This design comes from an exercise in tuning for small area and a short achievable clock period on the open sky130 flow, not from production work. Function was checked by simulation only, so behaviour that the tests miss may differ from the original. No activity file was given, so power comes from the tool's default toggle rates.

Setup of job 101:
==> flow/design.v <==
package pool_pkg;
    localparam int unsigned POOL_DATA_W = 32;
    localparam int unsigned POOL_MAX_W  = 64;
    localparam int unsigned POOL_DIM_W  = 7;
    typedef enum logic [1:0] {
        ST_IDLE  = 2'd0,
        ST_RUN   = 2'd1,
        ST_DRAIN = 2'd2,
        ST_DONE  = 2'd3
    } pool_state_e;
endpackage
module pool_line_buf #(
    parameter int unsigned DATA_W = 32,
    parameter int unsigned DEPTH  = 64,
    parameter int unsigned AW     = (DEPTH > 1) ? $clog2(DEPTH) : 1
) (
    input  logic              clk,
    input  logic              shift_i,
    input  logic [AW-2:0]     len_sel_i,    
    input  logic [DATA_W-1:0] din_i,
    output logic [DATA_W-1:0] dout_o
);
    localparam int unsigned NSEG = AW - 1;
    logic [DATA_W-1:0] seg_in [NSEG+1];
    assign seg_in[0] = din_i;
    for (genvar k = 0; k < NSEG; k++) begin : g_seg
        localparam int unsigned LEN = 2 << k;
        logic [DATA_W-1:0] sr [LEN];
        always_ff @(posedge clk) begin
            if (shift_i) begin
                sr[0] <= seg_in[k];
                for (int i = 1; i < LEN; i++) sr[i] <= sr[i-1];
            end
        end
        assign seg_in[k+1] = len_sel_i[k] ? sr[LEN-1] : seg_in[k];
    end
    logic [DATA_W-1:0] tail0_q, tail1_q;
    always_ff @(posedge clk) begin
        if (shift_i) begin
            tail0_q <= seg_in[NSEG];
            tail1_q <= tail0_q;
        end
    end
    assign dout_o = tail1_q;
endmodule
module pool_ctrl #(
    parameter int unsigned DATA_W = pool_pkg::POOL_DATA_W,
    parameter int unsigned MAX_W  = pool_pkg::POOL_MAX_W,
    parameter int unsigned DIM_W  = pool_pkg::POOL_DIM_W
) (
    input  logic              clk,
    input  logic              rst_n,
    input  logic              start,
    input  logic [DIM_W-1:0]  cfg_width,
    input  logic [DIM_W-1:0]  cfg_height,
    output logic              busy,
    output logic              done,
    output logic              cfg_err,
    input  logic [DATA_W-1:0] s_data,
    input  logic              s_valid,
    output logic              s_ready,
    output logic [DATA_W-1:0] k_d_in1,
    output logic [DATA_W-1:0] k_d_in2,
    output logic              k_in_valid,
    input  logic [DATA_W-1:0] k_d_out,
    input  logic              k_out_valid,
    output logic [DATA_W-1:0] m_data,
    output logic              m_valid
);
    localparam int unsigned AW = (MAX_W > 1) ? $clog2(MAX_W) : 1;
    logic idle_q, run_q, drain_q, done_q, busy_q;
    logic run_d, drain_d, done_d;
    logic idle;
    logic [AW-2:0]      hw_m1_q;     
    logic [AW-1:0]      col_q;       
    logic [DIM_W-1:0]   row_q;       
    logic [AW-2:0]      rcol_q;      
    logic [DIM_W-2:0]   rrow_q;      
    logic               rdone_q;     
    logic              cfg_err_q;
    logic              kv_q;
    logic              mv_q;
    logic              shift_q;      
    logic [DATA_W-1:0] sd_q;         
    logic [DATA_W-1:0] md_q;
    logic cfg_ok;
    logic accept;
    logic odd_row;
    logic last_col;
    logic last_px;
    logic fwd;
    assign cfg_ok = !cfg_width[0] && !cfg_height[0]
                  && (cfg_width[DIM_W-1:1]  != '0)
                  && (cfg_height[DIM_W-1:1] != '0)
                  && (32'(cfg_width) <= MAX_W);
    assign idle     = idle_q;
    assign accept   = s_valid && run_q;
    assign odd_row  = !row_q[0];
    assign last_col = (col_q == '0);
    assign last_px  = last_col && (row_q == '0);
    assign fwd      = k_out_valid && busy_q && !rdone_q;
    assign run_d   = (idle && start && cfg_ok) || (run_q && !(accept && last_px));
    assign drain_d = (run_q && accept && last_px) || (drain_q && !rdone_q);
    assign done_d  = drain_q && rdone_q;
    always_ff @(posedge clk or negedge rst_n) begin
        if (!rst_n) begin
            idle_q    <= 1'b1;
            run_q     <= 1'b0;
            drain_q   <= 1'b0;
            done_q    <= 1'b0;
            busy_q    <= 1'b0;
            cfg_err_q <= 1'b0;
            kv_q      <= 1'b0;
            mv_q      <= 1'b0;
        end else begin
            idle_q    <= !(run_d || drain_d || done_d);
            run_q     <= run_d;
            drain_q   <= drain_d;
            done_q    <= done_d;
            busy_q    <= run_d || drain_d;
            cfg_err_q <= idle && start && !cfg_ok;
            kv_q      <= accept && odd_row;
            mv_q      <= fwd;
        end
    end
    always_ff @(posedge clk) begin
        if (idle) begin
            hw_m1_q <= (AW-1)'(cfg_width[DIM_W-1:1] - 1'b1);
            col_q   <= AW'(cfg_width - 1'b1);
            row_q   <= cfg_height - 1'b1;
            rcol_q  <= (AW-1)'(cfg_width[DIM_W-1:1] - 1'b1);
            rrow_q  <= cfg_height[DIM_W-1:1] - 1'b1;
            rdone_q <= 1'b0;
        end else begin
            if (accept) begin
                if (last_col) begin
                    col_q <= {hw_m1_q, 1'b1};
                    row_q <= row_q - 1'b1;
                end else begin
                    col_q <= col_q - 1'b1;
                end
            end
            if (fwd) begin
                if (rcol_q == '0) begin
                    rcol_q <= hw_m1_q;
                    if (rrow_q == '0) rdone_q <= 1'b1;
                    else              rrow_q  <= rrow_q - 1'b1;
                end else begin
                    rcol_q <= rcol_q - 1'b1;
                end
            end
        end
    end
    always_ff @(posedge clk) begin
        shift_q <= accept;
        sd_q    <= s_data;
        md_q    <= k_d_out;
    end
    pool_line_buf #(
        .DATA_W (DATA_W),
        .DEPTH  (MAX_W),
        .AW     (AW)
    ) u_line_buf (
        .clk       (clk),
        .shift_i   (shift_q),
        .len_sel_i (hw_m1_q),
        .din_i     (sd_q),
        .dout_o    (k_d_in1)
    );
    assign s_ready    = run_q;
    assign busy       = busy_q;
    assign done       = done_q;
    assign cfg_err    = cfg_err_q;
    assign k_in_valid = kv_q;
    assign k_d_in2    = sd_q;
    assign m_valid    = mv_q;
    assign m_data     = md_q;
endmodule
clock: 5.5 ns
lec_check: 0
cap_margin: 20
core_margin: 2
core_utilization: 72
cts_cluster_diameter: 100
cts_cluster_size: 28
setup_slack_margin: 3.1
slew_margin: 20
run.sh (not shown) runs the stock make flow with config.mk's settings and CLKGATE_MAP_FILE= SYNTH_SCRIPT=/design/flow/synth_recipe.tcl, a recipe that flattens the netlist after the stock synthesis.
Job 101 finished every stage and its layout cleared the timing, DRC and antenna checks.
Setup changes, job 101 to job 102
diff --git a/flow/config.mk b/flow/config.mk
--- a/flow/config.mk
+++ b/flow/config.mk
@@ -9,5 +9,5 @@
 export CORE_MARGIN = 2
-export CORE_UTILIZATION = 72
+export CORE_UTILIZATION = 80
 export CTS_CLUSTER_DIAMETER = 100
-export CTS_CLUSTER_SIZE = 28
+export CTS_CLUSTER_SIZE = 30
 export SETUP_SLACK_MARGIN = 3.1
==> comparison <==
Job 102 got as far as 3_5_place_dp, where a tool error ended the run.
Job 101 completed; timing, DRC and antenna clean
Share of the synthesized area in compound gates (AO/OA/AOI/OAI) came out exactly the same in job 102 and job 101.
Comparing job 102 against job 101, there is no change at all in post-synthesis instance area.
Compared with job 101, in job 102 number of port buffers did not really move, post-synth net total shows no meaningful change.
Job 102 and job 101 ended up with roughly the same per-instance average area after synthesis.
In job 102 the sum of net half-perimeters after detailed placement turned out about 20% higher than in job 101.
Re count of standard-cell rows: job 102 is 5.4% down on job 101.
Of job 102 and job 101, the lower die height belongs to job 102.
X dimension of the die (higher): job 101
[compare] base=job 101 new=job 102: weighted congestion reported at the end of routability-driven placement now sits higher; synthesized netlist cell count now sits at about the same level.
> inputs changed (job 102 -> job 103)
diff --git a/flow/config.mk b/flow/config.mk
--- a/flow/config.mk
+++ b/flow/config.mk
@@ -7,8 +7,9 @@
 export LEC_CHECK = 0
+export ABC_AREA = 1
 export CAP_MARGIN = 20
 export CORE_MARGIN = 2
-export CORE_UTILIZATION = 80
+export CORE_UTILIZATION = 65
 export CTS_CLUSTER_DIAMETER = 100
 export CTS_CLUSTER_SIZE = 30
-export SETUP_SLACK_MARGIN = 3.1
+export SETUP_SLACK_MARGIN = 3.4
 export SLEW_MARGIN = 20
--- outcome ---
Job 103 finished end to end and its layout was clean on timing, DRC and antenna. On sequential cell area fraction in the yosys report: job 103 sits above job 102. On area after synthesis, job 103 tracks job 102 almost exactly. Against job 102, job 103 comes in 1.5 points lower on share of cell area taken by muxes after synthesis. Job 103: fraction of the mapped netlist area in compound gates is 0.58 points lower than what job 102 reported.


Starts from the design.v that is shown in full above.
clock: 5.5 ns
lec_check: 0
cap_margin: 20
core_margin: 2
core_utilization: 65
cts_cluster_diameter: 100
cts_cluster_size: 30
setup_slack_margin: 3.0
slew_margin: 20
Then changed:
--- a/flow/config.mk
+++ b/flow/config.mk
@@ -10,3 +10 @@
-export CORE_UTILIZATION = 65
-export CTS_CLUSTER_DIAMETER = 100
-export CTS_CLUSTER_SIZE = 30
+export CORE_UTILIZATION = 40
=> The changed run completed with no timing, DRC or antenna violations. Worst hold slack degrades by 0.031 ns. Routed wire length went up by about 9%. Sequential cell count does not change.
Then changed:
--- a/flow/config.mk
+++ b/flow/config.mk
@@ -10,2 +10,4 @@
-export CORE_UTILIZATION = 40
-export SETUP_SLACK_MARGIN = 3.0
+export CORE_UTILIZATION = 65
+export CTS_CLUSTER_DIAMETER = 100
+export CTS_CLUSTER_SIZE = 30
+export SETUP_SLACK_MARGIN = 3.2
Result: Die area decreases by 38%; critical path depth is unchanged; wire length shrinks by 7.3%; combinational power increases by about 3%; register-to-register slack improves by 0.10 ns; power fell by 18%; non-clock buffer count climbs by 9; clock-buffer cell count shrinks by 149.
Then changed:
--- a/flow/config.mk
+++ b/flow/config.mk
@@ -10,2 +10,2 @@
-export CORE_UTILIZATION = 65
-export CTS_CLUSTER_DIAMETER = 100
+export CORE_UTILIZATION = 40
+export CTS_BUF_LIST = sky130_fd_sc_hd__clkbuf_4 sky130_fd_sc_hd__clkbuf_8
@@ -13 +13 @@
-export SETUP_SLACK_MARGIN = 3.2
+export SETUP_SLACK_MARGIN = 3.0
The changed run ran to the end with no violations.
Core utilization falls by 24 points.
Routed wire length rises by 11%.
Combinational power falls by about 2%.


Setup of build 67:
// pool_ctrl: RTL as listed in full above, without the edits since
make LEC_CHECK=0 ABC_AREA=1 CAP_MARGIN=20 CORE_MARGIN=2 CORE_UTILIZATION=65 CTS_CLUSTER_DIAMETER=100 CTS_CLUSTER_SIZE=30 SETUP_SLACK_MARGIN=3.7 SLEW_MARGIN=20 finish   # period 5.5 ns
Build 67 | stages: all done | timing, DRC, antenna: all pass
Relative to build 67, the following input files were edited for build 65:
- ABC_AREA: 1 -> unset
- SETUP_SLACK_MARGIN: 3.7 -> 3.2
- CTS_CLUSTER_SIZE: 30 -> unset
- CTS_CLUSTER_DIAMETER: 100 -> unset
==> comparison <==
Build 65 completed end to end with timing, DRC and antenna clean.
Area fraction of clock buffers and clock inverters in build 65 vs build 67: up 4.7 points
Build 65: smallest hold slack lower than build 67
Build 65 gives more clock power than build 67 did.
Non-clock buffer count on build 65 is down relative to build 67.
DRC marker count from the first detailed-route iteration (build 67 / build 65): 1.09
Summary: with build 67 as the reference, finished layout cell area in build 65 moved up by a few percent.
Diff build 67 -> build 65: global-route wire length before repair now smaller; sequential power now larger; sequential share of the synthesized area now smaller; final antenna diode count now smaller.
The run showing the smaller clock edge transition at the registers on the reported setup and hold paths is build 65.
For build 15, these inputs were changed with respect to build 65:
- SETUP_SLACK_MARGIN now 3.05, was 3.2
- ABC_AREA now 1, previously not set
- CTS_CLUSTER_DIAMETER now 100, previously not set
- CTS_CLUSTER_SIZE now 30, previously not set
==> comparison <==
NOTE final instance area build 65->build 15 decreased by a few percent
Diff build 15 and build 65: cell count of the worst reg-to-reg path higher in build 15
Routed wire length, build 15 and build 65: higher on build 65
The following lists how build 86 was set up differently from build 15:
- removing ABC_AREA (formerly 1)
- changing CTS_CLUSTER_DIAMETER from 100 to 80
- changing CTS_CLUSTER_SIZE from 30 to 24
- changing SETUP_SLACK_MARGIN from 3.05 to 3.2
==> comparison <==
Measured against each other, build 86 and build 15 differ in multi-input combinational cell count, the higher figure coming from build 15.
Run comparison: build 86 last element of the critical path k_d_in1[0]; build 15 last element of the critical path k_d_in1[9]
Changes observed in build 86 relative to build 15: number of CTS-inserted buffers increased 22%, number of filler instances in the final layout decreased 137.
Per the comparison of build 86 with build 15, synthesized cell count down 7.4%, sequential share of layout area down 0.95 points, final setup slack of the worst path up 0.021 ns.
Lower routed wire length among build 86 and build 15: build 86
[compare] base=build 15 new=build 86: area fraction of clock buffers and clock inverters up 0.54 points, area after synthesis flat.

## port drivers added, routing unchanged
How much do the figures lean on ideal ports? The routed layouts below were timed once more, with nothing changed but the port constraints.
Step 1 assumes that a clkbuf_16 drives the clock port and a buf_2 every other input.
Step 2 times the ports against the registers' clock, not the clock port: input delays grow and output delays shrink by t, the midpoint of the rising clock arrivals with the driver on.
Slacks: no drivers / after step 1 / after step 2; pairs: no drivers / after step 1.
run | t (ns) | setup slack, ns | worst setup path after step 2 | worst data-port slew with drivers (ns) | pins driven straight from the clock port
job 101 | 0.756 | 3.065 / 2.992 / 2.528 | input to register | 0.04 | 1
job 103 | 0.735 | 3.072 / 3.005 / 2.784 | input to register | 0.04 | 1
the first run of note 2 | 0.738 | 3.067 / 2.998 / 2.515 | input to register | 0.04 | 1
the second run of note 2 | 0.875 | 2.927 / 2.857 / 2.428 | input to register | 0.20 | 1
the third run of note 2 | 0.737 | 3.073 / 3.004 / 2.536 | input to register | 0.04 | 1
the fourth run of note 2 | 1.036 | 2.766 / 2.698 / 2.415 | input to register | 0.18 | 1
build 67 | 0.732 | 3.068 / 3.001 / 2.964 | input to register | 0.05 | 1
build 65 | 0.826 | 3.018 / 2.947 / 2.520 | input to register | 0.04 | 1
build 15 | 0.734 | 3.066 / 2.999 / 2.726 | input to register | 0.04 | 1
build 86 | 0.752 | 3.086 / 3.014 / 2.571 | input to register | 0.04 | 1
After both steps every run listed still meets setup and hold. For the first run of note 2, which loses most, drivers alone change the setup slack by -0.069 ns; drivers and shift together by -0.552 ns.
